This is an optimization exercise on Yosys and OpenROAD, whose aim is small area, not a production implementation.
At most, simulation tests tie the RTL to the original design; equivalence was not proved.
For runs 4 to 7, only the layout was checked, not whether the RTL still works.
The clock port is modelled as an ideal driver; clocking choices that lean on that would not hold on a real chip.
No activity file was given, so power comes from the tool's default toggle rates.

### flow/config.mk
export PLATFORM = sky130hd
export DESIGN_NAME = payload_capture
export DESIGN_NICKNAME = payload_capture
export VERILOG_FILES = /design/flow/design.v
export SDC_FILE = /design/flow/constraint.sdc
export NUM_CORES = 4
export LEC_CHECK = 0
export CAP_MARGIN = 20
export CORE_MARGIN = 2
export CORE_UTILIZATION = 40
export SLEW_MARGIN = 20
### flow/constraint.sdc
create_clock -name core_clock -period 8.0 [get_ports {Clk}]
set_input_delay 1.6000 -clock core_clock [delete_from_list [all_inputs] [get_ports {Clk}]]
set_output_delay 1.6000 -clock core_clock [all_outputs]
set_load 0.01 [all_outputs]
### flow/design.v
module payload_capture #(
  parameter int DATA_W     = 16,
  parameter int FIFO_DEPTH = 64,
  parameter int ADDR_W     = 6,
  parameter int MAX_LEN    = 1024
) (
  input  logic              Clk,
  input  logic              rst,
  input  logic              valid_i,
  input  logic [DATA_W-1:0] r_i,
  input  logic [DATA_W-1:0] i_i,
  input  logic              detect_i,
  input  logic [15:0]       payload_length_i,
  output logic              out_valid_o,
  input  logic              out_ready_i,
  output logic [DATA_W-1:0] out_r_o,
  output logic [DATA_W-1:0] out_i_o,
  output logic              out_last_o,
  output logic              busy_o,
  output logic              done_o,
  output logic              len_err_o,
  output logic              overflow_o
);
  localparam int ENTRY_W = 2 * DATA_W + 1;
  localparam int CNT_W   = $clog2(MAX_LEN + 1);
  logic             busy;
  logic             done;
  logic [CNT_W-1:0] remaining;
  logic             len_err;
  logic             overflow;
  logic [ADDR_W:0]  wr_ptr;
  logic [ADDR_W:0]  rd_ptr;
  logic             fifo_empty;
  logic             fifo_full;
  logic             push_req;
  logic             push;
  logic             pop;
  logic             len_ok;
  logic             entry_last;
  logic [ENTRY_W-1:0] mem [FIFO_DEPTH];
  logic [ENTRY_W-1:0] head;
  assign len_ok = !payload_length_i[15] && (payload_length_i != 16'd0) &&
                  (payload_length_i[14:10] == 5'd0 || payload_length_i[14:0] == 15'd1024);
  assign fifo_empty = (wr_ptr == rd_ptr);
  assign fifo_full  = (wr_ptr[ADDR_W] != rd_ptr[ADDR_W]) &&
                      (wr_ptr[ADDR_W-1:0] == rd_ptr[ADDR_W-1:0]);
  assign push_req   = busy && valid_i;
  assign pop        = !fifo_empty && out_ready_i;
  assign push       = push_req && (!fifo_full || pop);
  assign entry_last = (remaining == CNT_W'(1));
  always_ff @(posedge Clk or negedge rst) begin
    if (!rst) begin
      busy      <= 1'b0;
      done      <= 1'b0;
      remaining <= '0;
      len_err   <= 1'b0;
      overflow  <= 1'b0;
    end else begin
      done <= busy && valid_i && entry_last;
      if (!busy && !done && detect_i) begin
        len_err  <= !len_ok;
        overflow <= 1'b0;
        if (len_ok) begin
          busy      <= 1'b1;
          remaining <= payload_length_i[CNT_W-1:0];
        end
      end else if (busy && valid_i) begin
        remaining <= remaining - CNT_W'(1);
        if (entry_last) busy <= 1'b0;
        if (fifo_full && !pop) overflow <= 1'b1;
      end
    end
  end
  always_ff @(posedge Clk or negedge rst) begin
    if (!rst) begin
      wr_ptr <= '0;
      rd_ptr <= '0;
    end else begin
      if (push) wr_ptr <= wr_ptr + 1'b1;
      if (pop)  rd_ptr <= rd_ptr + 1'b1;
    end
  end
  always_ff @(posedge Clk) begin
    if (push) mem[wr_ptr[ADDR_W-1:0]] <= {entry_last, r_i, i_i};
  end
  logic [FIFO_DEPTH-1:0] rd_sel;
  always_comb begin
    rd_sel = '0;
    rd_sel[rd_ptr[ADDR_W-1:0]] = 1'b1;
  end
  always_comb begin
    head = '0;
    for (int k = 0; k < FIFO_DEPTH; k++) begin
      head = head | (mem[k] & {ENTRY_W{rd_sel[k]}});
    end
  end
  assign out_valid_o = !fifo_empty;
  assign out_last_o  = head[ENTRY_W-1];
  assign out_r_o     = head[2*DATA_W-1:DATA_W];
  assign out_i_o     = head[DATA_W-1:0];
  assign busy_o     = busy;
  assign done_o     = done;
  assign len_err_o  = len_err;
  assign overflow_o = overflow;
endmodule
### flow/run.sh
#!/bin/bash
# synth_recipe.tcl (not shown) runs the flow's synth.tcl, then flattens the netlist and writes it again
# the make line also repeats each setting of config.mk as NAME=value (left out here)
make -C /OpenROAD-flow-scripts/flow DESIGN_CONFIG=/design/flow/config.mk WORK_HOME=/design/flow/orfs CLKGATE_MAP_FILE= SYNTH_SCRIPT=/design/flow/synth_recipe.tcl finish
==> results.tsv, run 1 <==
stage	metric	value	unit
cts	Post-CTS Hold Buffers	0	
power	Sw Ratio	0.326	
placement	number of port buffers	90	
detailed_routing	Via Count	49300	
synthesis	simple-gate area share of the yosys netlist	0.0532	
global_routing	Overflow after GRT	0	
run	maxcap violations	0	
sta	maximum clock rate	125	MHz
worst_setup_path	cell depth of the worst setup path	11	
placement	Inst Count DP	7042	
synthesis	post-synthesis sequential area ratio	0.816	
sta	final setup violation count	1	
floorplan	Die ar.	200000	um2
status	run status	failed layout checks	
worst_setup_path	CP endpoint kind	output port	
synthesis	#FFs+latches synth	2141	
synthesis	EDFF count, synth	2112	
worst_setup_path	Setup crit start kind	flip-flop	
sta	Rel. slew slack	0.112	
worst_setup_path	Max FO, Critical Path	28	
worst_setup_path	CP Cell Sequence	inv_1 -> ha_2 -> nor2_1 -> a21oi_4 -> o21ai_1 -> and2_4 -> a221o_1 -> nor4_1 -> nand4_1 -> or4_1 -> clkdlybuf4s50_1	
cts	clk buf depth	3	
floorplan	core area	195000	um2
detailed_routing	WL final	291000	um
worst_setup_path	Worst path top cell family by delay	simple AND/OR/NAND/NOR gates	
detailed_routing	DR vias/cell	6.63	
cts	CTS tree	yes	
synthesis	syn avg cell area	18.1	um2
cts	post-CTS setup buffers	0	
placement	GP Congestion	0.914	
floorplan	site row count	162	
global_routing	initial antenna violation count	33	
global_routing	number of global-route vias before repair	45500	
synthesis	Post-Synth XOR/XNOR Area	0.00234	
worst_setup_path	critical path arrival	6410	ps
hold_path	HP Class	reg -> reg	
power	pwr/cell area	332	nW/um2
worst_setup_path	Crit path required time	6400	ps
worst_setup_path	Buffers & Inverters on Critical Path	2	
sta	fin worst setup slack	-7.50	ps
sta	max-slew violation count	0	
power	Pleak	0.0284	uW
synthesis	mux contribution to synthesized area	0.00247	
synthesis	Mapped Area	78600	um2
synthesis	post-synthesis net count	4397	
status	layout check failures	setup timing	
cts	CTS Sinks	2141	
cts	total CTS buffers	208	
power	clock share of power	0.319	
floorplan	Die Wd	447	um
detailed_routing	Antenna Nets Post-Route	0	
layout	final core occ	0.468	
floorplan	initial core utilization	0.403	
floorplan	# IOs	91	
synthesis	Compound-Gate Fraction of Synth Area	0.110	
synthesis	Most used DFF post-synth	edfxtp_1	
detailed_routing	drt pass-1 iters	8	
layout	Synth-to-Final Area Change	16.0	%
global_routing	largest net degree at the start of global routing	66	
sta	final hold vios	0	
detailed_routing	Wirelength per Cell	39.1	um
synthesis	yosys warns	1	
sta	fin crit share	1.00	
synthesis	Yosys cell types	76	
synthesis	post-synthesis cell count	4336	
power	peak supply drop	0.324	mV
hold_path	Hold Crit Depth	1	
worst_setup_path	critical path class	reg -> out	
sta	RSZ-0062 raised after global routing	yes	
global_routing	global-route wire length before repair	390000	um
cts	htree depth	4	
detailed_routing	initial drt markers	8859	
layout	Fill cells	16500	
power	Comb pwr share	0.253	
worst_setup_path	slowest library cell on the worst path	nand4_1	
global_routing	GRT Total Usage	0.287	
synthesis	Synth Area in Adders	0.00127	
power	Int Pwr	20400	uW
sta	clock skew	54.5	ps
worst_setup_path	r2r setup slk	2800	ps
cts	root buffer cell	clkbuf_16	
synthesis	combinational family with the most area after synthesis	compound AO/OA/AOI/OAI gates	
floorplan	Die Ht	447	um
layout	Nets	4692	
power	part of the power in registers	0.428	
layout	final instance count without filler cells	7445	
power	Psw	9860	uW
detailed_routing	DRC	0	
cts	Clock transition at path regs	70	ps
sta	worst-margin pin slew	1330	ps
worst_setup_path	Max stage delay on crit path	750	ps
worst_setup_path	worst r2r path cells	9	
synthesis	FFs w/ async S/R, synth	0.0135	
cts	Clock Latency Late Sink	870	ps
sta	Period minus WS final	8010	ps
placement	DP HPWL	172000	um
layout	layout cells sized above 1	0.160	
## path summary, 6_finish.rpt
kind,to,from
min in group asynchronous,rd_ptr[6],rst
worst min register to register,wr_ptr[6],wr_ptr[6]
worst min-delay path,wr_ptr[6],wr_ptr[6]
worst max register to register,mem[37][10],rd_ptr[2]
worst max-delay path,out_r_o[9],rd_ptr[1]
max in group asynchronous,rd_ptr[1],rst
## power by group through the flow
stage | combinational (uW) | clock [uW] | sequential, uW
floorplan | 3050 | 0 | 13000
global placement | 7290 | 0 | 13200
detailed placement | 7310 | 0 | 13200
CTS | 7350 | 9670 | 12900
global route | 7690 | 10100 | 13000
finish | 7640 | 9650 | 13000
## per-layer routing
layer  GRT usage  wire [um]  up-vias  share of wire
met2       0.441     132000     4282           0.45
met1       0.379     103000    25300           0.35
met4       0.129      15600       22          0.053
li1            -          -    18900              -
met3      0.0804      41300      803           0.14
met5           0        202        -        0.00069
## per-stage QoR
stage | hold slack, ps | total power [uW] | setup TNS [ps] | worst slack, ps | instance area, um2
after global placement | 476 | 20500 | 0 | 345 | 84300
after detailed placement | 477 | 20500 | 0 | 243 | 84400
after floorplan | 462 | 16100 | 0 | 2970 | 78600
after CTS | 489 | 30000 | 0 | 14.6 | 91000
after global routing | 499 | 30800 | -36.9 | -36.9 | 91100
final | 490 | 30200 | -7.50 | -7.50 | 91200
## cells by family after synthesis
kind of cell,after synthesis
simple gates,786
xor+xnor,21
buf+inv,288
mux,18
compound gates,1074
fa+ha+maj,8
flops,2141
## state kept, by name (all words and copies together), names as in the netlist
| name | count |
|---|---|
| len_err | 1 |
| busy | 1 |
| mem | 2112 |
| rd_ptr | 7 |
| wr_ptr | 7 |
| done | 1 |
| remaining | 11 |
| overflow | 1 |
## final cells by class
class	count	area [um2]	share of cell area
antenna	19	47.5	0.000521
multi-input combinational	1907	14100	0.154
clock buffer	256	5450	0.0598
sequential	2141	64100	0.703
timing repair buffer	361	2970	0.0326
clock inverter	125	1180	0.0130
tap	2624	3280	0.0360
inverter	12	45.0	0.000494
## layout by cell type, fill, tap and decap left out, types with 68 or more instances in the layout
master and count:
a221oi_1 125, a222oi_1 107, a22o_1 144, a22oi_1 487, buf_4 265, clkbuf_16 211, edfxtp_1 2112, nand2_1 141
nand3_1 148, nand4_1 148, nor2_4 68
## cell usage after synthesis, drive strengths merged (3+ instances only)
library cell / instances / area share
ha: 8 / 0.0013
nand4: 148 / 0.012
a221oi: 126 / 0.014
a21boi: 17 / 0.0016
nor2: 115 / 0.0055
xor2: 7 / 0.00078
nor3b: 6 / 0.00057
mux2i: 7 / 0.00089
a31oi: 7 / 0.00056
nand2: 144 / 0.0069
or2: 4 / 0.00032
and3: 30 / 0.0024
a32o: 17 / 0.0022
a21o: 3 / 0.00029
a32oi: 10 / 0.0011
inv: 12 / 0.00057
a211o: 3 / 0.00033
or3b: 4 / 0.00048
or3: 7 / 0.00056
o31ai: 4 / 0.00045
or4: 29 / 0.0028
a221o: 11 / 0.0014
nand3: 150 / 0.0096
clkbuf: 166 / 0.0079
o22ai: 11 / 0.00088
and2: 53 / 0.0042
o21ai: 42 / 0.0028
a2111oi: 12 / 0.0013
nand4b: 4 / 0.00045
o2bb2ai: 7 / 0.00078
nor2b: 5 / 0.00040
o2111ai: 4 / 0.00045
a222oi: 107 / 0.014
a22oi: 488 / 0.047
buf: 110 / 0.0064
nor3: 40 / 0.0026
dfrtp: 29 / 0.0092
and4: 17 / 0.0019
a21oi: 38 / 0.0027
a211oi: 4 / 0.00038
a22o: 144 / 0.016
mux2: 11 / 0.0016
xnor2: 14 / 0.0016
nor4: 21 / 0.0018
edfxtp: 2112 / 0.81
## timing repair
item                                    in CTS  in global routing
endpoints found under the setup margin      25                 18
gates resized for setup                      7                 10
pin swaps                                    2                  3
==> run 2: changes to the inputs <==
--- a/flow/config.mk
+++ b/flow/config.mk
@@ -8,4 +8,8 @@
 export CAP_MARGIN = 20
 export CORE_MARGIN = 2
 export CORE_UTILIZATION = 40
+export CTS_BUF_LIST = sky130_fd_sc_hd__clkbuf_16
+export CTS_CLUSTER_DIAMETER = 60
+export CTS_CLUSTER_SIZE = 30
+export SETUP_SLACK_MARGIN = 0.3
 export SLEW_MARGIN = 20
==> results.tsv, run 2 <==
stage	metric	value	unit	change
worst_setup_path	Setup crit start kind	flip-flop		
synthesis	post-synthesis cell count	4336		unchanged
hold_path	HP Class	reg -> reg		
layout	commonest non-fill, non-tap cell in the layout	edfxtp_1		
placement	number of port buffers	90		unchanged
sta	fin crit share	0.975		-0.0257
cts	clk buf depth	3		unchanged
power	Pleak	0.0273	uW	-3.8%
layout	layout cells sized above 1	0.151		-0.00802
synthesis	Yosys cell types	76		unchanged
worst_setup_path	CP Cell Sequence	inv_1 -> ha_4 -> o21ba_2 -> o31ai_2 -> nand2_2 -> and2_4 -> buf_4 -> a222oi_1 -> nand3_2 -> or4_1 -> clkdlybuf4s50_1		
synthesis	post-synthesis net count	4397		unchanged
sta	maximum clock rate	128	MHz	+2.6%
worst_setup_path	Max stage delay on crit path	1110	ps	+360 ps
sta	worst-margin pin slew	1350	ps	+15.8 ps
worst_setup_path	start of the worst register-to-register path	rd_ptr[4]		
floorplan	Die ar.	200000	um2	unchanged
layout	max FFs per register	2112		unchanged
detailed_routing	Via Count	48400		-1.9%
power	pwr/cell area	315	nW/um2	-5.0%
detailed_routing	DRC	0		unchanged
worst_setup_path	worst r2r path cells	7		-2
hold_path	Hold Crit Depth	1		unchanged
sta	clock skew	79.8	ps	+25.3 ps
synthesis	simple-gate area share of the yosys netlist	0.0532		unchanged
cts	htree depth	3		-1
detailed_routing	Wirelength per Cell	39.7	um	+1.4%
global_routing	global-route wire length before repair	385000	um	-1.1%
global_routing	number of global-route vias before repair	44300		-2.6%
synthesis	Most used DFF post-synth	edfxtp_1		
worst_setup_path	RR Endpoint	mem[37][10]		
sta	Rel. slew slack	0.102		-0.0106
worst_setup_path	slowest library cell on the worst path	a222oi_1		
layout	most frequent cells in the layout	edfxtp_1, a22oi_1, buf_4		
power	peak supply drop	0.251	mV	-22%
detailed_routing	DR vias/cell	6.65		+0.41%
cts	Clock Latency Late Sink	840	ps	-30 ps
synthesis	count leader, synth	edfxtp_1		
layout	Fill cells	16700		+1.2%
floorplan	initial core utilization	0.403		unchanged
synthesis	post-synthesis sequential area ratio	0.816		unchanged
run	maxcap violations	0		unchanged
cts	root buffer cell	clkbuf_16		
worst_setup_path	critical path arrival	6200	ps	-210 ps
cts	CTS Sinks	2141		unchanged
synthesis	#FFs+latches synth	2141		unchanged
synthesis	Mapped Area	78600	um2	unchanged
synthesis	EDFF count, synth	2112		unchanged
layout	Nets	4603		-1.9%
sta	final hold vios	0		unchanged
power	Tot Pwr	28000	uW	-7.3%
global_routing	Overflow after GRT	0		unchanged
sta	max-slew violation count	0		unchanged
detailed_routing	drt pass-1 iters	6		-2
worst_setup_path	Crit path required time	6400	ps	about the same
floorplan	core area	195000	um2	unchanged
floorplan	# IOs	91		unchanged
worst_setup_path	r2r setup slk	2970	ps	+170 ps
sta	RSZ-0062 raised after global routing	no		
worst_setup_path	critical path class	reg -> out		
cts	post-CTS setup buffers	0		unchanged
layout	Synth-to-Final Area Change	13.2	%	
status	run status	timing/DRC/antenna clean		
synthesis	yosys warns	1		unchanged
synthesis	mux contribution to synthesized area	0.00247		unchanged
global_routing	GRT Total Usage	0.283		-0.00318
synthesis	FFs w/ async S/R, synth	0.0135		unchanged
hold_path	Hold EP	wr_ptr[6]		
floorplan	Die Wd	447	um	unchanged
synthesis	Synth top area share	0.807		unchanged
cts	CTS tree	yes		
cts	total CTS buffers	120		-42%
synthesis	syn avg cell area	18.1	um2	unchanged
sta	setup TNS	0	ps	+7.50 ps
detailed_routing	WL final	289000	um	-0.91%
synthesis	synth top area cells	edfxtp_1, a22oi_1, a22o_1		
synthesis	Synth Area in Adders	0.00127		unchanged
detailed_routing	Antenna Nets Post-Route	0		unchanged
detailed_routing	initial drt markers	9516		+7.4%
sta	final setup violation count	0		-1
hold_path	min-delay src	wr_ptr[6]		
placement	GP Congestion	0.914		unchanged
global_routing	largest net degree at the start of global routing	66		unchanged
sta	Period minus WS final	7800	ps	-205 ps
worst_setup_path	CP endpoint kind	output port		
worst_setup_path	Max FO, Critical Path	20		-29%
synthesis	most common library cells after synthesis	edfxtp_1, a22oi_1, clkbuf_1		
synthesis	Post-Synth XOR/XNOR Area	0.00234		unchanged
global_routing	initial antenna violation count	28		-15%
synthesis	combinational family with the most area after synthesis	compound AO/OA/AOI/OAI gates		
synthesis	Compound-Gate Fraction of Synth Area	0.110		unchanged
synthesis	leading area contributor after synthesis	edfxtp_1		
floorplan	site row count	162		unchanged
cts	Post-CTS Hold Buffers	0		unchanged
placement	DP HPWL	172000	um	unchanged
floorplan	Die Ht	447	um	unchanged
cts	Clock transition at path regs	100	ps	+30 ps
==> run 2: cell types whose count changed in the layout (fill, tap and decap cells not counted), sizes merged <==
cell and change:
buf -1, clkinv -55, diode -13, inv +48, bufinv -12, clkinvlp -2
clkbuf -133
==> run 2: report_power, final <==
group	switching, uW	internal [uW]	leakage (uW)
Clock	4220	3220	0.00215
Combinational	5310	2340	0.00586
Sequential	239	12700	0.0193
Total	9770	18300	0.0273
==> run 2: per-layer routing <==
| metal | global-route usage | wire length [um] |
|---|---|---|
| met2 | 0.435 | 131000 |
| met4 | 0.131 | 15400 |
| met5 | 0 | 160 |
| met1 | 0.378 | 103000 |
| met3 | 0.0741 | 39800 |
==> run 2: worst max-delay path: cells and delay by family, from the launching register on <==
| family | cells | cell delay [ps] |
|---|---|---|
| buffers and inverters | 3 | 1000 |
| flip-flops | 1 | 550 |
| adder cells (fa/ha/maj) | 1 | 290 |
| AO/OA/AOI/OAI | 3 | 1680 |
| AND/OR/NAND/NOR | 4 | 1810 |
==> run 2: metrics by stage <==
stage | std cells | hold slack, ps | area, um2 | utilization | setup slack, ps
2_1_floorplan | 4336 | 462 | 78600 | - | 2970
3_3_place_gp | 7038 | 476 | 84300 | 0.432 | 345
3_5_place_dp | 7042 | 477 | 84400 | 0.433 | 243
4_1_cts | 7269 | 492 | 88900 | 0.456 | 271
5_1_grt | 7273 | 502 | 89000 | 0.456 | 306
6_report | 7277 | 492 | 89000 | 0.456 | 198
==> run 2: kinds of logic (layout without fill, tap and decap cells) <==
family | count (synthesis) | after routing
AO/OA/AOI/OAI | 1074 | 1074
XOR/XNOR | 21 | 21
adder cells (fa/ha/maj) | 8 | 8
buffers and inverters | 288 | 599
flip-flops | 2141 | 2141
multiplexers | 18 | 18
other | 0 | 6
AND/OR/NAND/NOR | 786 | 786
==> run 2: timing repair <==
item,CTS,global route
setup endpoints to repair,33,22
gates cloned,0,0
hold endpoints to repair,0,0
gates resized for setup,20,17
pin swaps,3,7
==> run 2: worst max path at each step <==
stage | endpoint | startpoint | slack (ps)
4_1_cts | out_i_o[15] | rd_ptr[1] | 270
2_1_floorplan | out_r_o[10] | rd_ptr[1] | 2970
3_3_place_gp | out_i_o[15] | rd_ptr[0] | 340
6_report | out_i_o[15] | rd_ptr[1] | 200
5_1_grt | out_r_o[10] | rd_ptr[1] | 310
3_5_place_dp | out_i_o[15] | rd_ptr[1] | 240
==> run 2: area by class of cell <==
cell class	count	area, um2	area share
flip-flops and latches	2141	64200	0.721
multi-input cells	1907	14100	0.159
inverters	12	45.0	0.000506
well taps	2624	3280	0.0369
diodes	6	15.0	0.000169
clock inverters	104	1350	0.0152
repair buffers	360	2950	0.0331
clock buffers	123	3080	0.0346
==> run 3: changes to the inputs <==
--- a/flow/design.v
+++ b/flow/design.v
@@ -81,18 +81,33 @@
     end
   end
   always_ff @(posedge Clk) begin
-    if (push) mem[wr_ptr[ADDR_W-1:0]] <= {entry_last, r_i, i_i};
+    if (push) mem[wr_ptr[ADDR_W-1:0]] <= ~{entry_last, r_i, i_i};
   end
-  logic [FIFO_DEPTH-1:0] rd_sel;
+  logic [7:0] rd_lo;
+  logic [7:0] rd_hi;
+  always_ff @(posedge Clk or negedge rst) begin
+    if (!rst) begin
+      rd_lo <= 8'd1;
+      rd_hi <= 8'd1;
+    end else if (pop) begin
+      rd_lo <= {rd_lo[6:0], rd_lo[7]};
+      if (rd_lo[7]) rd_hi <= {rd_hi[6:0], rd_hi[7]};
+    end
+  end
+  logic [ENTRY_W-1:0] grp_n [8];
+  logic [ENTRY_W-1:0] head_n;
   always_comb begin
-    rd_sel = '0;
-    rd_sel[rd_ptr[ADDR_W-1:0]] = 1'b1;
-  end
-  always_comb begin
-    head = '0;
-    for (int k = 0; k < FIFO_DEPTH; k++) begin
-      head = head | (mem[k] & {ENTRY_W{rd_sel[k]}});
+    for (int j = 0; j < 8; j++) begin
+      grp_n[j] = '1;
+      for (int i = 0; i < 8; i++) begin
+        grp_n[j] = grp_n[j] & (mem[8*j+i] | {ENTRY_W{~rd_lo[i]}});
+      end
     end
+    head_n = '1;
+    for (int j = 0; j < 8; j++) begin
+      head_n = head_n & (grp_n[j] | {ENTRY_W{~rd_hi[j]}});
+    end
+    head = ~head_n;
   end
   assign out_valid_o = !fifo_empty;
   assign out_last_o  = head[ENTRY_W-1];
--- a/flow/config.mk
+++ b/flow/config.mk
@@ -9,7 +9,6 @@
 export CORE_MARGIN = 2
 export CORE_UTILIZATION = 40
 export CTS_BUF_LIST = sky130_fd_sc_hd__clkbuf_16
-export CTS_CLUSTER_DIAMETER = 60
-export CTS_CLUSTER_SIZE = 30
-export SETUP_SLACK_MARGIN = 0.3
+export CTS_CLUSTER_DIAMETER = 80
+export CTS_CLUSTER_SIZE = 24
 export SLEW_MARGIN = 20
==> results.tsv, run 3 <==
stage	metric	value	unit	change
floorplan	# IOs	91		unchanged
synthesis	post-synthesis sequential area ratio	0.840		+0.0241
sta	maximum clock rate	156	MHz	+21%
synthesis	post-synthesis cell count	4143		-4.5%
detailed_routing	DR vias/cell	6.45		-3.1%
global_routing	number of global-route vias before repair	41600		-6.3%
synthesis	count leader, synth	edfxtp_1		
power	clock share of power	0.312		+0.047
power	Tot Pwr	19200	uW	-32%
placement	DP HPWL	137000	um	-20%
global_routing	met1 usage	0.333		-0.0452
synthesis	combinational family with the most area after synthesis	compound AO/OA/AOI/OAI gates		
synthesis	synth top area cells	edfxtp_1, o22ai_1, o41ai_1		
synthesis	post-synthesis net count	4200		-4.5%
worst_setup_path	Crit path required time	6400	ps	about the same
global_routing	initial antenna violation count	5		-82%
cts	total CTS buffers	104		-13%
worst_setup_path	worst r2r path cells	6		-1
floorplan	Die Ht	442	um	-1.1%
power	pwr/cell area	225	nW/um2	-29%
power	Int Pwr	15200	uW	-17%
detailed_routing	initial drt markers	7025		-26%
layout	final core occ	0.449		-0.00782
sta	clock skew	51.6	ps	-28.2 ps
synthesis	#FFs+latches synth	2157		+0.75%
placement	GP Congestion	0.838		-8.3%
sta	final hold slack	490	ps	-1.56 ps
sta	final setup violation count	0		unchanged
synthesis	Most used DFF post-synth	edfxtp_1		
layout	commonest non-fill, non-tap cell in the layout	edfxtp_1		
detailed_routing	Via Count	44200		-8.8%
synthesis	Post-Synth XOR/XNOR Area	0.00205		-0.000288
detailed_routing	drt pass-1 iters	6		unchanged
detailed_routing	WL final	240000	um	-17%
layout	max FFs per register	2112		unchanged
detailed_routing	Wirelength per Cell	35.1	um	-12%
power	Sw Ratio	0.209		-0.140
cts	CTS Sinks	2157		+0.75%
global_routing	largest net degree at the start of global routing	78		+18%
sta	final hold vios	0		unchanged
hold_path	min-delay src	rd_ptr[6]		
synthesis	Yosys cell types	53		-30%
sta	Rel. slew slack	0.192		+0.0903
cts	htree depth	3		unchanged
cts	CTS tree	yes		
global_routing	met3 Use GR	0.0425		-0.0316
floorplan	initial core utilization	0.403		about the same
layout	layout cells sized above 1	0.122		-0.0300
sta	max-slew violation count	0		unchanged
layout	Ant. Diodes	0		-6
power	peak supply drop	0.198	mV	-21%
worst_setup_path	critical path arrival	4830	ps	-1370 ps
power	Psw	4010	uW	-59%
synthesis	FFs w/ async S/R, synth	0.0209		+0.00732
placement	dpl ws	2170	ps	+1930 ps
global_routing	Overflow after GRT	0		unchanged
cts	Clock transition at path regs	90	ps	about the same
synthesis	EDFF count, synth	2112		unchanged
global_routing	global-route wire length before repair	333000	um	-14%
layout	Fill cells	16300		-2.3%
cts	clk buf depth	3		unchanged
floorplan	core area	191000	um2	-2.3%
sta	fin crit share	0.804		-0.172
layout	most frequent cells in the layout	edfxtp_1, o22ai_1, o41ai_1		
cts	Clock Latency Late Sink	780	ps	-60 ps
cts	Post-CTS Hold Buffers	0		unchanged
synthesis	simple-gate area share of the yosys netlist	0.0181		-0.0351
run	maxcap violations	0		unchanged
worst_setup_path	CP endpoint kind	output port		
worst_setup_path	critical path class	reg -> out		
layout	Nets	4343		-5.6%
sta	setup TNS	0	ps	unchanged
sta	fin worst setup slack	1570	ps	+1370 ps
hold_path	HP Class	reg -> reg		
worst_setup_path	r2r setup slk	3890	ps	+920 ps
synthesis	mux contribution to synthesized area	0.00165		-0.000822
synthesis	Compound-Gate Fraction of Synth Area	0.120		+0.0108
power	Comb pwr share	0.030		-0.243
global_routing	met2 Use GR	0.376		-0.0587
cts	root buffer cell	clkbuf_16		
synthesis	Synth Area in Adders	0.000652		-0.000622
layout	Synth-to-Final Area Change	11.3	%	
power	Pleak	0.0255	uW	-6.6%
sta	Period minus WS final	6430	ps	-1370 ps
synthesis	syn avg cell area	18.5	um2	+2.3%
floorplan	Die Wd	442	um	-1.1%
power	part of the power in registers	0.657		+0.196
status	run status	timing/DRC/antenna clean		
sta	worst-margin pin slew	1200	ps	-151 ps
detailed_routing	DRC	0		unchanged
worst_setup_path	Setup crit start kind	flip-flop		
sta	RSZ-0062 raised after global routing	no		
detailed_routing	Antenna Nets Post-Route	0		unchanged
worst_setup_path	Max FO, Critical Path	66		+230%
floorplan	Die ar.	196000	um2	-2.2%
hold_path	Hold Crit Depth	1		unchanged
hold_path	Hold EP	rd_ptr[6]		
global_routing	GRT Total Usage	0.239		-0.0443
synthesis	leading area contributor after synthesis	edfxtp_1		
synthesis	yosys warns	2		+1
cts	PostCTS Resize Cnt	0		-100%
cts	post-CTS setup buffers	0		unchanged
synthesis	most common library cells after synthesis	edfxtp_1, o22ai_1, o41ai_1		
floorplan	site row count	160		-1.2%
synthesis	Mapped Area	76800	um2	-2.3%
placement	number of port buffers	90		unchanged
global_routing	GRT Max-Usage Layer	met2		
synthesis	Synth top area share	0.826		+0.0187
worst_setup_path	RR Endpoint	mem[53][3]		
worst_setup_path	start of the worst register-to-register path	wr_ptr[1]		
run 3: layout make-up:
class                   instances  area [um2]  share of cell area
flip-flops and latches       2157       64600               0.755
clock buffers                 106        2650              0.0310
well taps                    2511        3140              0.0367
repair buffers                322        2840              0.0332
multi-input cells            1658       11700               0.137
clock inverters                51         389             0.00455
inverters                      43         221             0.00259
run 3: cell families after synthesis:
group,after synthesis
compound gates,1370
xor+xnor,18
fa+ha+maj,4
buf+inv,328
flops,2157
mux,11
simple gates,255
run 3: power groups by stage:
| stage | registers, uW | clock network [uW] | logic, uW |
|---|---|---|---|
| 6_report | 12600 | 5990 | 581 |
| 3_5_place_dp | 12900 | 0 | 576 |
| 4_1_cts | 12600 | 6020 | 577 |
| 3_3_place_gp | 12900 | 0 | 557 |
| 2_1_floorplan | 12800 | 0 | 302 |
| 5_1_grt | 12600 | 6390 | 619 |
run 3: worst max-delay path by stage:
stage / start / endpoint / slack [ps] / cells past startpoint
3_5_place_dp: rd_lo[7] / out_i_o[13] / 2170 / 7
5_1_grt: rd_lo[7] / out_last_o / 1460 / 7
4_1_cts: rd_lo[7] / out_i_o[13] / 1340 / 7
2_1_floorplan: out_ready_i / mem[58][0] / 3610 / 5
3_3_place_gp: rd_lo[7] / out_i_o[13] / 2130 / 7
6_report: rd_lo[7] / out_last_o / 1570 / 7
run 3: metrics by stage:
stage / std cells / instance area (um2)
6_report: 6848 / 85500
3_5_place_dp: 6691 / 82400
2_1_floorplan: 4143 / 76800
4_1_cts: 6848 / 85500
3_3_place_gp: 6687 / 82300
5_1_grt: 6848 / 85500
run 3: layer usage:
metal / wire (um) / share of wire
met1: 92700 / 0.39
met2: 112000 / 0.47
met3: 25000 / 0.10
met4: 10500 / 0.044
met5: 73 / 0.00030
run 3: critical path, cell delays in order (launching register included):
cell and delay, ps:
dfrtp_1 450, inv_8 450, buf_4 720, o22ai_1 130, o41ai_1 790, nand4_1 420, or2_2 450, clkdlybuf4s50_1 500
==> run 4: changes to the inputs <==
--- a/flow/design.v
+++ b/flow/design.v
@@ -29,7 +29,8 @@
   logic             len_err;
   logic             overflow;
   logic [ADDR_W:0]  wr_ptr;
-  logic [ADDR_W:0]  rd_ptr;
+  logic             rd_wrap;
+  logic             ptr_eq;
   logic             fifo_empty;
   logic             fifo_full;
   logic             push_req;
@@ -41,9 +42,9 @@
   logic [ENTRY_W-1:0] head;
   assign len_ok = !payload_length_i[15] && (payload_length_i != 16'd0) &&
                   (payload_length_i[14:10] == 5'd0 || payload_length_i[14:0] == 15'd1024);
-  assign fifo_empty = (wr_ptr == rd_ptr);
-  assign fifo_full  = (wr_ptr[ADDR_W] != rd_ptr[ADDR_W]) &&
-                      (wr_ptr[ADDR_W-1:0] == rd_ptr[ADDR_W-1:0]);
+  assign ptr_eq     = !rd_lo_n[wr_ptr[2:0]] && !rd_hi_n[wr_ptr[5:3]];
+  assign fifo_empty = ptr_eq && (wr_ptr[ADDR_W] == rd_wrap);
+  assign fifo_full  = ptr_eq && (wr_ptr[ADDR_W] != rd_wrap);
   assign push_req   = busy && valid_i;
   assign pop        = !fifo_empty && out_ready_i;
   assign push       = push_req && (!fifo_full || pop);
@@ -74,24 +75,26 @@
   always_ff @(posedge Clk or negedge rst) begin
     if (!rst) begin
       wr_ptr <= '0;
-      rd_ptr <= '0;
-    end else begin
-      if (push) wr_ptr <= wr_ptr + 1'b1;
-      if (pop)  rd_ptr <= rd_ptr + 1'b1;
+    end else if (push) begin
+      wr_ptr <= wr_ptr + 1'b1;
     end
   end
   always_ff @(posedge Clk) begin
     if (push) mem[wr_ptr[ADDR_W-1:0]] <= ~{entry_last, r_i, i_i};
   end
-  logic [7:0] rd_lo;
-  logic [7:0] rd_hi;
+  logic [7:0] rd_lo_n;
+  logic [7:0] rd_hi_n;
   always_ff @(posedge Clk or negedge rst) begin
     if (!rst) begin
-      rd_lo <= 8'd1;
-      rd_hi <= 8'd1;
+      rd_lo_n <= 8'hFE;
+      rd_hi_n <= 8'hFE;
+      rd_wrap <= 1'b0;
     end else if (pop) begin
-      rd_lo <= {rd_lo[6:0], rd_lo[7]};
-      if (rd_lo[7]) rd_hi <= {rd_hi[6:0], rd_hi[7]};
+      rd_lo_n <= {rd_lo_n[6:0], rd_lo_n[7]};
+      if (!rd_lo_n[7]) begin
+        rd_hi_n <= {rd_hi_n[6:0], rd_hi_n[7]};
+        if (!rd_hi_n[7]) rd_wrap <= !rd_wrap;
+      end
     end
   end
   logic [ENTRY_W-1:0] grp_n [8];
@@ -100,12 +103,12 @@
     for (int j = 0; j < 8; j++) begin
       grp_n[j] = '1;
       for (int i = 0; i < 8; i++) begin
-        grp_n[j] = grp_n[j] & (mem[8*j+i] | {ENTRY_W{~rd_lo[i]}});
+        grp_n[j] = grp_n[j] & (mem[8*j+i] | {ENTRY_W{rd_lo_n[i]}});
       end
     end
     head_n = '1;
     for (int j = 0; j < 8; j++) begin
-      head_n = head_n & (grp_n[j] | {ENTRY_W{~rd_hi[j]}});
+      head_n = head_n & (grp_n[j] | {ENTRY_W{rd_hi_n[j]}});
     end
     head = ~head_n;
   end
==> flow/flow/run.sh (new file) <==
#!/bin/bash
# Standard ORFS layout with a leaner clock tree (no dummy loads), smaller
# port buffers and a denser floorplan. Every tool's output goes to a log here.
set -uo pipefail
export CTS_ARGS="-sink_clustering_enable -repair_clock_nets -dont_use_dummy_load -sink_clustering_size 24 -sink_clustering_max_diameter 80 -buf_list sky130_fd_sc_hd__clkbuf_16"
export BUFFER_PORTS_ARGS="-buffer_cell sky130_fd_sc_hd__buf_2"
bash standard.sh CORE_UTILIZATION=60 SLEW_MARGIN=10 CAP_MARGIN=10 finish > standard.log 2>&1
==> flow/standard.sh (new file) <==
#!/bin/bash
# synth_recipe.tcl (not shown) runs the flow's synth.tcl, then flattens the netlist and writes it again
# the make line also repeats each setting of config.mk as NAME=value (left out here)
make -C /OpenROAD-flow-scripts/flow DESIGN_CONFIG=/design/flow/config.mk WORK_HOME=/design/flow/orfs CLKGATE_MAP_FILE= SYNTH_SCRIPT=/design/flow/synth_recipe.tcl "${@:-finish}"
removed: flow/run.sh
==> results.tsv, run 4 <==
stage	metric	value	unit	change
global_routing	GRT Total Usage	0.359		+0.119
synthesis	Synth top area share	0.828		+0.00209
synthesis	Most used DFF post-synth	edfxtp_1		
placement	GP Congestion	0.829		-1.1%
synthesis	synth top area cells	edfxtp_1, o22ai_1, nor4_1		
global_routing	largest net degree at the start of global routing	67		-14%
floorplan	initial core utilization	0.602		+0.199
synthesis	#FFs+latches synth	2151		-0.28%
layout	commonest non-fill, non-tap cell in the layout	edfxtp_1		
placement	DP HPWL	133000	um	-2.9%
cts	Post-CTS Hold Buffers	0		unchanged
run	maxcap violations	0		unchanged
synthesis	post-synthesis cell count	4186		+1.0%
synthesis	Yosys cell types	55		+3.8%
cts	total CTS buffers	102		-1.9%
sta	Rel. slew slack	0.202		+0.00997
sta	maximum clock rate	157	MHz	+1.2%
cts	CTS Sinks	2151		-0.28%
detailed_routing	WL final	235000	um	-2.2%
layout	final instance count without filler cells	5969		-13%
sta	final setup violation count	0		unchanged
hold_path	HP Class	reg -> reg		
floorplan	core area	127000	um2	-33%
layout	most frequent cells in the layout	edfxtp_1, o22ai_1, nor4_1		
cts	CTS tree	yes		
sta	RSZ-0062 raised after global routing	no		
global_routing	initial antenna violation count	15		+10
cts	root buffer cell	clkbuf_16		
power	Tot Pwr	18600	uW	-3.0%
synthesis	post-synthesis sequential area ratio	0.841		about the same
worst_setup_path	r2r setup slk	2450	ps	-1440 ps
synthesis	most common library cells after synthesis	edfxtp_1, o22ai_1, nor4_1		
floorplan	# IOs	91		unchanged
layout	Nets	4361		+0.41%
detailed_routing	Via Count	44100		-0.17%
layout	max FFs per register	2112		unchanged
worst_setup_path	slowest library cell on the worst path	dfstp_4		
layout	layout cells sized above 1	0.122		about the same
global_routing	global-route wire length before repair	325000	um	-2.4%
sta	final hold slack	490	ps	-0.832 ps
cts	Clock Latency Late Sink	750	ps	-30 ps
power	peak supply drop	0.227	mV	+14%
layout	Synth-to-Final Area Change	8.13	%	
synthesis	yosys warns	2		unchanged
detailed_routing	DRC	0		unchanged
floorplan	site row count	131		-18%
synthesis	syn avg cell area	18.3	um2	-1.3%
worst_setup_path	most used cell, CP	o22ai_1		
power	pwr/cell area	225	nW/um2	+0.10%
worst_setup_path	Setup crit start kind	flip-flop		
sta	worst-margin pin slew	1190	ps	-10.2 ps
worst_setup_path	CP Cell Sequence	buf_12 -> buf_4 -> o22ai_1 -> nor4_1 -> o22ai_1 -> or4_1 -> buf_2		
detailed_routing	drt pass-1 iters	6		unchanged
worst_setup_path	Buffers & Inverters on Critical Path	3		unchanged
detailed_routing	DR vias/cell	7.38		+15%
cts	PostCTS Resize Cnt	0		unchanged
synthesis	count leader, synth	edfxtp_1		
cts	htree depth	3		unchanged
detailed_routing	Antenna Nets Post-Route	0		unchanged
global_routing	Overflow after GRT	0		unchanged
worst_setup_path	Crit path required time	6400	ps	about the same
placement	Placed Area	80300	um2	-2.6%
cts	clk buf depth	3		unchanged
worst_setup_path	Max stage delay on crit path	1150	ps	+360 ps
placement	Inst Count DP	5863		-12%
cts	post-CTS setup buffers	0		unchanged
sta	setup TNS	0	ps	unchanged
floorplan	Die Wd	361	um	-18%
detailed_routing	Wirelength per Cell	39.4	um	+12%
worst_setup_path	critical path class	reg -> out		
synthesis	FFs w/ async S/R, synth	0.0181		-0.00273
sta	max-slew violation count	0		unchanged
floorplan	Die Ht	361	um	-18%
cts	Clock transition at path regs	90	ps	about the same
synthesis	post-synthesis net count	4242		+1.0%
sta	final hold vios	0		unchanged
sta	clock skew	86.3	ps	+34.6 ps
synthesis	leading area contributor after synthesis	edfxtp_1		
worst_setup_path	Max FO, Critical Path	43		-35%
synthesis	Mapped Area	76600	um2	-0.25%
placement	number of port buffers	90		unchanged
global_routing	number of global-route vias before repair	40800		-1.8%
status	run status	timing/DRC/antenna clean		
detailed_routing	initial drt markers	7227		+2.9%
sta	Period minus WS final	6350	ps	-74.2 ps
worst_setup_path	CP endpoint kind	output port		
worst_setup_path	critical path arrival	4750	ps	-80 ps
worst_setup_path	Worst path top cell family by delay	simple AND/OR/NAND/NOR gates		
sta	fin crit share	0.794		-0.00928
power	Pleak	0.0239	uW	-6.3%
layout	Fill cells	8609		-47%
synthesis	EDFF count, synth	2112		unchanged
floorplan	Die ar.	131000	um2	-33%
layout	Design Area, Final	82800	um2	-3.1%
-- run 4: cell types whose count changed in the layout (fill, tap and decap cells not counted), moves of 29 or more --
cell             change
buf_2               +88
clkdlybuf4s50_1     -89
nand4_1             -64
nor4_1             +259
o22ai_1            +134
o41ai_1            -235
o41ai_2             -29
or2_2               -31
or4_1               +38
-- run 4: per-layer routing --
metal / wire (um) / GRT usage
met2: 109000 / 0.554
met3: 28000 / 0.0727
met4: 7280 / 0.0978
met5: 20 / 0
met1: 90900 / 0.530
-- run 4: worst paths after layout --
path	cells past startpoint	endpoint	from
max	7	out_i_o[9]	rd_lo_n[4]
min	1	rd_wrap	rd_wrap
max reg2reg	8	mem[8][11]	rd_lo_n[7]
min reg2reg	1	rd_wrap	rd_wrap
max in group asynchronous	2	rd_lo_n[0]	rst
min in group asynchronous	2	rd_wrap	rst
-- run 4: logic make-up after synthesis --
logic type	share of synthesized area
DFF	0.841
and+or+nand+nor	0.0345
buffers and inverters	0.0185
adders and majority gates	0.000490
xor gates and xnor gates	0.000915
AOI/OAI and AO/OA	0.101
muxes	0.00343
-- run 4: final cells by class --
type	instances	area [um2]	area share
antenna	4	10.0	0.000121
clock buffer	102	2550	0.0308
inverter	38	143	0.00172
multi-input combinational	1708	11300	0.136
sequential	2151	64400	0.778
tap	1662	2080	0.0251
timing repair buffer	304	2340	0.0283
-- run 4: power breakdown --
part | internal [uW] | leakage [uW] | switching (uW) | total [uW]
clock network | 2270 | 0.00126 | 3270 | 5540
registers | 12500 | 0.0193 | 81.2 | 12500
logic | 122 | 0.00337 | 423 | 545
-- run 4: per-stage QoR --
step / worst slack, ps / util
after floorplan: 3880 / -
after global placement: 2400 / 0.631
after detailed placement: 2450 / 0.631
after CTS: 1680 / 0.651
after global routing: 1640 / 0.651
final: 1650 / 0.651
==> run 5: changes to the inputs <==
==> flow/flow/run.sh (replaced) <==
#!/bin/bash
# Standard ORFS layout with a leaner clock tree (no dummy loads), smaller
# port buffers, a denser floorplan and post-CTS downsizing of cells with slack.
# Every tool's output goes to a log here.
set -uo pipefail
export CTS_ARGS="-sink_clustering_enable -repair_clock_nets -dont_use_dummy_load -sink_clustering_size 28 -sink_clustering_max_diameter 100 -buf_list sky130_fd_sc_hd__clkbuf_16"
export BUFFER_PORTS_ARGS="-buffer_cell sky130_fd_sc_hd__buf_2"
export POST_CTS_TCL="$PWD/flow/post_cts.tcl"
bash standard.sh CORE_UTILIZATION=60 SLEW_MARGIN=10 CAP_MARGIN=10 finish > standard.log 2>&1
==> flow/flow/post_cts.tcl (new file) <==
# Downsize cells that have timing slack to spare, then re-legalize.
estimate_parasitics -placement
repair_timing -recover_power 100 -setup_margin 0.3 -verbose
detailed_placement
check_placement -verbose
==> results.tsv, run 5 <==
stage	metric	value	unit	change
detailed_routing	drt pass-1 iters	5		-1
hold_path	HP Class	reg -> reg		
global_routing	Overflow after GRT	0		unchanged
floorplan	Die Ht	361	um	unchanged
detailed_routing	initial drt markers	7216		-0.15%
synthesis	leading area contributor after synthesis	edfxtp_1		
run	maxcap violations	0		unchanged
layout	area occupied by multi-input gates	11000	um2	-2.5%
synthesis	post-synthesis cell count	4186		unchanged
floorplan	initial core utilization	0.602		unchanged
synthesis	Synth top area share	0.828		unchanged
worst_setup_path	Max FO, Critical Path	49		+14%
layout	most frequent cells in the layout	edfxtp_1, o22ai_1, nor4_1		
worst_setup_path	critical path class	reg -> out		
synthesis	#FFs+latches synth	2151		unchanged
synthesis	EDFF count, synth	2112		unchanged
detailed_routing	Antenna Nets Post-Route	0		unchanged
sta	maximum clock rate	141	MHz	-11%
placement	DP HPWL	133000	um	unchanged
cts	Clock Latency Late Sink	720	ps	-30 ps
cts	CTS tree	yes		
synthesis	syn avg cell area	18.3	um2	unchanged
worst_setup_path	Crit path required time	6400	ps	about the same
worst_setup_path	CP Cell Sequence	buf_2 -> buf_4 -> o22ai_1 -> nor4_1 -> o22ai_1 -> or4_1 -> buf_2		
worst_setup_path	Setup crit start kind	flip-flop		
floorplan	core area	127000	um2	unchanged
power	Pleak	0.0241	uW	+0.55%
layout	Nets	4412		+1.2%
sta	max-slew violation count	0		unchanged
global_routing	largest net degree at the start of global routing	67		unchanged
placement	number of port buffers	90		unchanged
synthesis	synth top area cells	edfxtp_1, o22ai_1, nor4_1		
sta	final setup violation count	0		unchanged
synthesis	Yosys cell types	55		unchanged
worst_setup_path	CP endpoint kind	output port		
global_routing	number of global-route vias before repair	40800		-0.14%
synthesis	FFs w/ async S/R, synth	0.0181		unchanged
layout	register area	64400	um2	unchanged
worst_setup_path	Buffers & Inverters on Critical Path	3		unchanged
layout	max FFs per register	2112		unchanged
layout	final core occ	0.654		+0.00264
worst_setup_path	Worst path top cell family by delay	buffers and inverters		
synthesis	Most used DFF post-synth	edfxtp_1		
global_routing	GRT Total Usage	0.357		-0.00129
synthesis	post-synthesis net count	4242		unchanged
sta	clock skew	42.4	ps	-43.9 ps
sta	Period minus WS final	7120	ps	+761 ps
detailed_routing	DRC	0		unchanged
sta	Rel. slew slack	0.0868		-0.115
sta	final hold vios	0		unchanged
worst_setup_path	slowest library cell on the worst path	dfstp_4		
synthesis	most common library cells after synthesis	edfxtp_1, o22ai_1, nor4_1		
floorplan	# IOs	91		unchanged
floorplan	site row count	131		unchanged
synthesis	post-synthesis sequential area ratio	0.841		unchanged
placement	GP Congestion	0.829		unchanged
floorplan	Die ar.	131000	um2	unchanged
synthesis	yosys warns	2		unchanged
synthesis	Mapped Area	76600	um2	unchanged
status	run status	timing/DRC/antenna clean		
detailed_routing	WL final	234000	um	-0.40%
global_routing	initial antenna violation count	12		-3
worst_setup_path	Max stage delay on crit path	1190	ps	+40 ps
worst_setup_path	critical path arrival	5520	ps	+770 ps
cts	CTS Sinks	2151		unchanged
detailed_routing	Via Count	44400		+0.73%
detailed_routing	DR vias/cell	7.38		-0.13%
sta	worst-margin pin slew	1370	ps	+184 ps
global_routing	global-route wire length before repair	325000	um	-0.22%
synthesis	count leader, synth	edfxtp_1		
power	peak supply drop	0.187	mV	-17%
layout	Synth-to-Final Area Change	8.56	%	
sta	setup TNS	0	ps	unchanged
cts	Clock transition at path regs	110	ps	+20 ps
floorplan	Die Wd	361	um	unchanged
power	pwr/cell area	219	nW/um2	-2.7%
sta	RSZ-0062 raised after global routing	no		
layout	commonest non-fill, non-tap cell in the layout	edfxtp_1		
layout	layout cells sized above 1	0.118		-0.00326
sta	fin crit share	0.889		+0.0951
layout	Fill cells	8660		+0.59%
detailed_routing	Wirelength per Cell	38.9	um	-1.2%
## run 5: final timing paths
path,from,cells past startpoint,to,slack (ps)
min in group asynchronous,rst,2,overflow,880
max in group asynchronous,rst,3,rd_hi_n[3],6570
setup / recovery,rd_lo_n[5],7,out_i_o[9],880
hold / removal,rd_wrap,1,rd_wrap,490
setup reg to reg,rd_lo_n[1],9,mem[24][4],1900
hold reg to reg,rd_wrap,1,rd_wrap,490
## run 5: cells by family after synthesis
group | share of synthesized area
mux | 0.00343
buf+inv | 0.0185
simple gates | 0.0345
fa+ha+maj | 0.000490
compound gates | 0.101
flops | 0.841
xor+xnor | 0.000915
## run 5: final cells by class
type	count	area share
flip-flops and latches	2151	0.775
multi-input cells	1708	0.132
inverters	38	0.00171
diodes	4	0.000120
clock buffers	86	0.0259
well taps	1662	0.0250
repair buffers	371	0.0404
## run 5: report_power, final
group | switching, uW | internal, uW | total, uW
Combinational | 413 | 134 | 546
Sequential | 75.9 | 12500 | 12500
Clock | 3180 | 1940 | 5120
## run 5: layer usage
metal / wire length [um] / track usage
met3: 28700 / 0.0757
met2: 109000 / 0.551
met4: 7160 / 0.102
met1: 89500 / 0.525
met5: 43 / 0
## run 5: through the flow
stage	instances	setup WS [ps]	instance area, um2	total power (uW)	hold WS [ps]
after detailed placement	5863	2450	80300	13300	475
after global routing	6016	798	83200	18600	522
final	6020	884	83200	18200	493
after floorplan	4186	3880	76600	13100	462
after global placement	5860	2400	80200	13300	468
==> run 6: changes to the inputs <==
==> flow/flow/run.sh (replaced) <==
#!/bin/bash
# Standard ORFS layout with a leaner clock tree (no dummy loads), smaller
# port buffers, a denser floorplan.
# Every tool's output goes to a log here.
set -uo pipefail
export CTS_ARGS="-sink_clustering_enable -repair_clock_nets -dont_use_dummy_load -sink_clustering_size 28 -sink_clustering_max_diameter 100 -buf_list sky130_fd_sc_hd__clkbuf_16"
export BUFFER_PORTS_ARGS="-buffer_cell sky130_fd_sc_hd__buf_2"
bash standard.sh CORE_UTILIZATION=70 SLEW_MARGIN=10 CAP_MARGIN=10 finish > standard.log 2>&1
removed: flow/flow/post_cts.tcl
==> results.tsv, run 6 <==
stage	metric	value	unit	change
placement	number of port buffers	90		unchanged
synthesis	Mapped Area	76600	um2	unchanged
worst_setup_path	worst r2r path cells	7		-2
synthesis	Most used DFF post-synth	edfxtp_1		
cts	CTS Sinks	2151		unchanged
worst_setup_path	Crit path required time	6400	ps	about the same
cts	total CTS buffers	86		
worst_setup_path	Worst path top cell family by delay	simple AND/OR/NAND/NOR gates		
sta	Period minus WS final	6170	ps	-950 ps
detailed_routing	WL final	226000	um	-3.6%
global_routing	number of global-route vias before repair	42000		+3.1%
sta	max-slew violation count	0		unchanged
floorplan	Die Wd	335	um	-7.3%
sta	fin crit share	0.771		-0.119
worst_setup_path	critical path class	reg -> out		
floorplan	initial core utilization	0.705		+0.102
synthesis	Synth Area in Adders	0.000490		unchanged
worst_setup_path	CP Cell Sequence	buf_12 -> o22ai_1 -> nor4_1 -> o22ai_1 -> or4_1 -> buf_2		
cts	CTS tree	yes		
run	maxcap violations	0		unchanged
synthesis	#FFs+latches synth	2151		unchanged
cts	clk buf depth	3		
sta	final hold vios	0		unchanged
synthesis	Post-Synth XOR/XNOR Area	0.000914		unchanged
cts	post-CTS setup buffers	0		
power	Pleak	0.0233	uW	-3.0%
sta	worst-margin pin slew	1320	ps	-50.5 ps
synthesis	FFs w/ async S/R, synth	0.0181		unchanged
power	pwr/cell area	222	nW/um2	+1.5%
cts	Post-CTS Hold Buffers	0		
synthesis	Compound-Gate Fraction of Synth Area	0.101		unchanged
detailed_routing	Wirelength per Cell	40.1	um	+3.1%
floorplan	site row count	121		-7.6%
layout	most frequent cells in the layout	edfxtp_1, o22ai_1, nor4_1		
sta	final hold slack	503	ps	+9.73 ps
worst_setup_path	CP endpoint kind	output port		
layout	area occupied by multi-input gates	11300	um2	+2.5%
cts	PostCTS Resize Cnt	0		
synthesis	count leader, synth	edfxtp_1		
global_routing	largest net degree at the start of global routing	128		+91%
cts	Clock Latency Late Sink	740	ps	+20 ps
layout	Nets	4274		-3.1%
layout	Fill cells	6134		-29%
sta	setup TNS	0	ps	unchanged
worst_setup_path	slowest library cell on the worst path	dfstp_4		
synthesis	combinational family with the most area after synthesis	compound AO/OA/AOI/OAI gates		
sta	RSZ-0062 raised after global routing	no		
floorplan	Die Ht	335	um	-7.3%
worst_setup_path	Setup crit start kind	flip-flop		
power	peak supply drop	0.221	mV	+18%
detailed_routing	DR vias/cell	7.97		+8.1%
worst_setup_path	critical path arrival	4570	ps	-950 ps
layout	layout cells sized above 1	0.103		-0.0156
hold_path	HP Class	reg -> reg		
detailed_routing	drt pass-1 iters	7		+2
layout	max FFs per register	2112		unchanged
cts	Clock transition at path regs	110	ps	about the same
layout	final instance count without filler cells	5632		-6.4%
placement	Inst Count DP	5542		-5.5%
detailed_routing	initial drt markers	8752		+21%
sta	Rel. slew slack	0.118		+0.0316
sta	final setup violation count	0		unchanged
worst_setup_path	Buffers & Inverters on Critical Path	2		-1
synthesis	mux contribution to synthesized area	0.00343		unchanged
worst_setup_path	Max stage delay on crit path	1190	ps	about the same
synthesis	post-synthesis net count	4242		unchanged
synthesis	yosys warns	2		unchanged
global_routing	global-route wire length before repair	314000	um	-3.4%
floorplan	Die ar.	112000	um2	-14%
sta	maximum clock rate	162	MHz	+15%
synthesis	post-synthesis sequential area ratio	0.841		unchanged
cts	htree depth	3		
worst_setup_path	Max FO, Critical Path	92		+88%
synthesis	post-synthesis cell count	4186		unchanged
detailed_routing	DRC	0		unchanged
synthesis	simple-gate area share of the yosys netlist	0.0345		unchanged
layout	commonest non-fill, non-tap cell in the layout	edfxtp_1		
cts	root buffer cell	clkbuf_16		
placement	GP Congestion	0.891		+7.4%
global_routing	GRT Total Usage	0.405		+0.0474
status	run status	timing/DRC/antenna clean		
global_routing	initial antenna violation count	9		-3
synthesis	syn avg cell area	18.3	um2	unchanged
synthesis	Yosys cell types	55		unchanged
synthesis	EDFF count, synth	2112		unchanged
floorplan	core area	109000	um2	-15%
detailed_routing	Via Count	44900		+1.1%
detailed_routing	Antenna Nets Post-Route	0		unchanged
synthesis	most common library cells after synthesis	edfxtp_1, o22ai_1, nor4_1		
sta	clock skew	53.0	ps	+10.7 ps
hold_path	Hold Crit Depth	1		unchanged
global_routing	Overflow after GRT	0		unchanged
synthesis	Synth top area share	0.828		unchanged
synthesis	synth top area cells	edfxtp_1, o22ai_1, nor4_1		
worst_setup_path	cell depth of the worst setup path	6		-1
layout	Synth-to-Final Area Change	6.42	%	
placement	DP HPWL	116000	um	-13%
synthesis	leading area contributor after synthesis	edfxtp_1		
floorplan	# IOs	91		unchanged
layout	register area	64500	um2	about the same
worst_setup_path	most used cell, CP	o22ai_1		
[run 6: cell types whose count changed in the layout (fill, tap and decap cells not counted), moves of 9 or more]
cell      change
clkbuf_2     -53
buf_12       -38
buf_8        -20
nor2_2       -29
buf_2        +15
clkbuf_4     -26
buf_4        +31
clkbuf_1     -37
buf_16        -9
nor2_4       +34
[run 6: stage by stage]
stage	area (um2)	worst slack, ps	total power (uW)	utilization
after detailed placement	79300	2610	13300	0.730
after global routing	81500	1840	18500	0.750
after global placement	79300	2700	13300	0.730
after floorplan	76600	3880	13100	-
after CTS	81500	1960	18100	0.750
final	81500	1830	18100	0.750
[run 6: logic make-up after synthesis]
group,count (synthesis)
AOI/OAI and AO/OA,1238
and+or+nand+nor,438
buffers and inverters,327
xor gates and xnor gates,8
DFF,2151
muxes,21
adders and majority gates,3
[run 6: layout make-up]
class                      count  area share
inverter                      38     0.00175
sequential                  2151       0.790
tap                         1414      0.0217
clock buffer                  86      0.0264
multi-input combinational   1708       0.138
timing repair buffer         233      0.0215
antenna                        2   0.0000614
[run 6: routing by layer]
metal / vias to the layer above / global-route usage / wire, um
met3: 592 / 0.104 / 35900
met4: 8 / 0.191 / 12400
met2: 4239 / 0.602 / 102000
li1: 17600 / - / -
met5: - / 0 / 35
met1: 22400 / 0.574 / 75600
[run 6: worst paths after layout]
| kind | slack (ps) | end | start |
|---|---|---|---|
| setup / recovery | 1830 | out_i_o[0] | rd_lo_n[5] |
| hold / removal | 500 | rd_wrap | rd_wrap |
| setup reg to reg | 2510 | mem[33][17] | rd_lo_n[2] |
| hold reg to reg | 500 | rd_wrap | rd_wrap |
| max in group asynchronous | 6220 | rd_lo_n[0] | rst |
| min in group asynchronous | 1060 | overflow | rst |
[run 6: where the power goes]
part / switching, uW / internal, uW / total (uW)
sequential: 89.4 / 12500 / 12500
combinational: 402 / 117 / 520
clock: 3100 / 1940 / 5040
total: 3600 / 14500 / 18100
==> run 7: changes to the inputs <==
==> flow/flow/run.sh (replaced) <==
#!/bin/bash
# Standard ORFS layout with a leaner clock tree (no dummy loads), smaller
# port buffers, a denser floorplan and wirelength-driven global placement.
# Every tool's output goes to a log here.
set -uo pipefail
export CTS_ARGS="-sink_clustering_enable -repair_clock_nets -dont_use_dummy_load -sink_clustering_size 28 -sink_clustering_max_diameter 100 -buf_list sky130_fd_sc_hd__clkbuf_16"
export BUFFER_PORTS_ARGS="-buffer_cell sky130_fd_sc_hd__buf_2"
export PRE_GLOBAL_PLACE_TCL="$PWD/flow/pre_gpl.tcl"
bash standard.sh CORE_UTILIZATION=75 SLEW_MARGIN=10 CAP_MARGIN=10 GPL_TIMING_DRIVEN=0 finish > standard.log 2>&1
==> flow/flow/pre_gpl.tcl (new file) <==
# Without timing-driven placement ORFS keeps synthesis buffers; drop them here.
remove_buffers
==> results.tsv, run 7 <==
stage	metric	value	unit	change
placement	GP Congestion	0.781		-12%
synthesis	FFs w/ async S/R, synth	0.0181		unchanged
power	Sw Ratio	0.197		-0.00169
placement	dpl ws	2320	ps	-289 ps
layout	commonest non-fill, non-tap cell in the layout	edfxtp_1		
detailed_routing	DR vias/cell	8.14		+2.1%
detailed_routing	Via Count	45600		+1.6%
cts	Clock transition at path regs	110	ps	about the same
cts	post-CTS setup buffers	0		unchanged
worst_setup_path	crit path launch	rd_lo_n[4]		
cts	clk buf depth	3		unchanged
layout	layout cells sized above 1	0.114		+0.0113
synthesis	leading area contributor after synthesis	edfxtp_1		
layout	Synth-to-Final Area Change	9.75	%	
worst_setup_path	RR Endpoint	mem[45][6]		
synthesis	post-synthesis sequential area ratio	0.841		unchanged
synthesis	post-synthesis net count	4242		unchanged
detailed_routing	drt pass-1 iters	7		unchanged
cts	CTS tree	yes		
cts	htree depth	3		unchanged
power	Psw	3560	uW	-1.0%
floorplan	Die Ht	324	um	-3.4%
detailed_routing	Antenna Nets Post-Route	0		unchanged
synthesis	mux contribution to synthesized area	0.00343		unchanged
floorplan	# IOs	91		unchanged
sta	worst-margin pin slew	1140	ps	-175 ps
sta	Rel. slew slack	0.237		+0.119
worst_setup_path	r2r setup slk	2320	ps	-190 ps
worst_setup_path	CP endpoint kind	output port		
synthesis	Synth Area in Adders	0.000490		unchanged
detailed_routing	initial drt markers	8033		-8.2%
placement	number of port buffers	90		unchanged
worst_setup_path	Worst setup endpoint	out_i_o[13]		
power	part of the power in registers	0.694		about the same
sta	final setup violation count	0		unchanged
cts	Clock Latency Late Sink	730	ps	about the same
sta	fin worst setup slack	1510	ps	-328 ps
hold_path	HP Class	reg -> reg		
sta	max-slew violation count	0		unchanged
global_routing	global-route wire length before repair	312000	um	-0.62%
placement	DP HPWL	131000	um	+13%
sta	setup TNS	0	ps	unchanged
worst_setup_path	CP Cell Sequence	buf_16 -> buf_16 -> buf_16 -> o22ai_1 -> nor4_1 -> o22ai_1 -> or4_1 -> buf_2		
worst_setup_path	worst r2r path cells	9		+2
synthesis	combinational family with the most area after synthesis	compound AO/OA/AOI/OAI gates		
layout	max FFs per register	2112		unchanged
synthesis	simple-gate area share of the yosys netlist	0.0345		unchanged
worst_setup_path	Max stage delay on crit path	1160	ps	-30 ps
synthesis	Post-Synth XOR/XNOR Area	0.000914		unchanged
worst_setup_path	Max FO, Critical Path	60		-35%
floorplan	Die Wd	324	um	-3.4%
hold_path	min-delay src	len_err		
floorplan	core area	102000	um2	-6.5%
run	maxcap violations	0		unchanged
global_routing	initial antenna violation count	4		-5
detailed_routing	Wirelength per Cell	40.1	um	about the same
layout	register area	64500	um2	about the same
floorplan	initial core utilization	0.754		+0.0493
sta	final hold vios	0		unchanged
floorplan	site row count	117		-3.3%
status	run status	timing/DRC/antenna clean		
synthesis	post-synthesis cell count	4186		unchanged
power	clock share of power	0.277		about the same
floorplan	Die ar.	105000	um2	-6.6%
global_routing	GRT Total Usage	0.433		+0.0282
global_routing	number of global-route vias before repair	43300		+2.9%
synthesis	synth top area cells	edfxtp_1, o22ai_1, nor4_1		
detailed_routing	WL final	225000	um	-0.48%
cts	Post-CTS Hold Buffers	0		unchanged
layout	area occupied by multi-input gates	11300	um2	unchanged
synthesis	most common library cells after synthesis	edfxtp_1, o22ai_1, nor4_1		
sta	fin crit share	0.812		+0.0410
global_routing	largest net degree at the start of global routing	65		-49%
power	peak supply drop	0.221	mV	-0.18%
synthesis	Most used DFF post-synth	edfxtp_1		
worst_setup_path	most used cell, CP	buf_16		
worst_setup_path	Setup crit start kind	flip-flop		
synthesis	Compound-Gate Fraction of Synth Area	0.101		unchanged
cts	total CTS buffers	86		unchanged
sta	Period minus WS final	6490	ps	+328 ps
synthesis	Yosys cell types	55		unchanged
power	Comb pwr share	0.029		about the same
sta	final hold slack	505	ps	+2.27 ps
synthesis	syn avg cell area	18.3	um2	unchanged
synthesis	yosys warns	2		unchanged
synthesis	EDFF count, synth	2112		unchanged
sta	maximum clock rate	154	MHz	-5.0%
worst_setup_path	slowest library cell on the worst path	dfstp_4		
cts	root buffer cell	clkbuf_16		
layout	Nets	4295		+0.49%
sta	clock skew	60.5	ps	+7.48 ps
synthesis	Synth top area share	0.828		unchanged
power	Int Pwr	14500	uW	about the same
cts	PostCTS Resize Cnt	0		unchanged
synthesis	count leader, synth	edfxtp_1		
layout	Design Area, Final	84100	um2	+3.1%
synthesis	#FFs+latches synth	2151		unchanged
layout	most frequent cells in the layout	edfxtp_1, o22ai_1, nor4_1		
power	pwr/cell area	215	nW/um2	-3.2%
cts	CTS Sinks	2151		unchanged
power	Pleak	0.0241	uW	+3.4%
worst_setup_path	critical path arrival	4890	ps	+320 ps
layout	Fill cells	4487		-27%
worst_setup_path	critical path class	reg -> out		
worst_setup_path	Crit path required time	6400	ps	about the same
detailed_routing	DRC	0		unchanged
global_routing	Overflow after GRT	0		unchanged
synthesis	Mapped Area	76600	um2	unchanged
placement	Placed Area	81900	um2	+3.3%
sta	RSZ-0062 raised after global routing	no		
worst_setup_path	start of the worst register-to-register path	rd_lo_n[6]		
run 7: how the worst min path moves through the flow:
stage,slack [ps],depth (start not counted),endpoint
after floorplan,460,1,rd_wrap
after global placement,480,1,rd_wrap
after detailed placement,490,1,len_err
after CTS,510,1,len_err
after global routing,530,1,len_err
final,510,1,len_err
run 7: cell type report:
class	instances	share of cell area
flip-flops and latches	2151	0.767
multi-input cells	1708	0.134
repair buffers	254	0.0516
clock buffers	86	0.0256
well taps	1368	0.0204
inverters	38	0.00170
diodes	2	0.0000595
run 7: power groups by stage:
stage               combinational (uW)  sequential (uW)  clock (uW)
finish                             518            12600        5010
global route                       550            12600        5300
CTS                                501            12500        4950
detailed placement                 498            12800           0
global placement                   398            12800           0
floorplan                          310            12800           0
run 7: kinds of logic after synthesis:
kind of cell,Yosys count
xor+xnor,8
compound gates,1238
mux,21
simple gates,438
buf+inv,327
flops,2151
fa+ha+maj,3
run 7: metrics by stage:
step,util,total power [uW],cells
final,0.828,18100,5607
after floorplan,-,13100,4186
after detailed placement,0.806,13300,5519
after global placement,0.763,13200,5355
after CTS,0.828,18000,5605
after global routing,0.828,18400,5606
run 7: layer usage:
metal	GRT usage	up-vias	wire, um
met4	0.242	4	14700
li1	-	17700	-
met3	0.121	935	37700
met1	0.584	22300	69400
met5	0	-	30
met2	0.652	4703	103000
run 7: critical path, delay by kind of cell, from the launching register on:
family,cells,cell delay [ps]
compound gates,2,310
simple gates,2,1310
buf+inv,4,1240
flops,1,1160

[what the ideal ports hide]
Ports are ideal in the flow. The routed layouts listed here were re-timed in OpenROAD. Step 1, drivers: a clkbuf_16 drives Clk and a buf_2 each remaining input, both assumed. Step 2 adds t to the input delays and takes it off the output delays; t is the mean of the earliest and latest rising clock arrival at the registers after step 1. Input paths then give back, and output paths get back, about the clock's delay inside the block. Slacks: no drivers / after step 1 / after step 2; pairs: no drivers / after step 1.
run | t (ns) | slack for setup (ns) | worst data-port slew with drivers (ns) | pins driven straight from the clock port
run 1 | 0.926 | -0.007 / -0.086 / 0.841 | 0.21 | 1
run 2 | 0.882 | 0.198 / 0.119 / 1.001 | 0.20 | 1
run 3 | 0.851 | 1.571 / 1.478 / 2.329 | 0.07 | 1
run 4 | 0.788 | 1.645 / 1.566 / 2.354 | 0.11 | 1
run 5 | 0.778 | 0.884 / 0.802 / 1.580 | 0.10 | 1
run 6 | 0.794 | 1.835 / 1.749 / 2.472 | 0.25 | 1
run 7 | 0.770 | 1.507 / 1.434 / 2.204 | 0.10 | 1
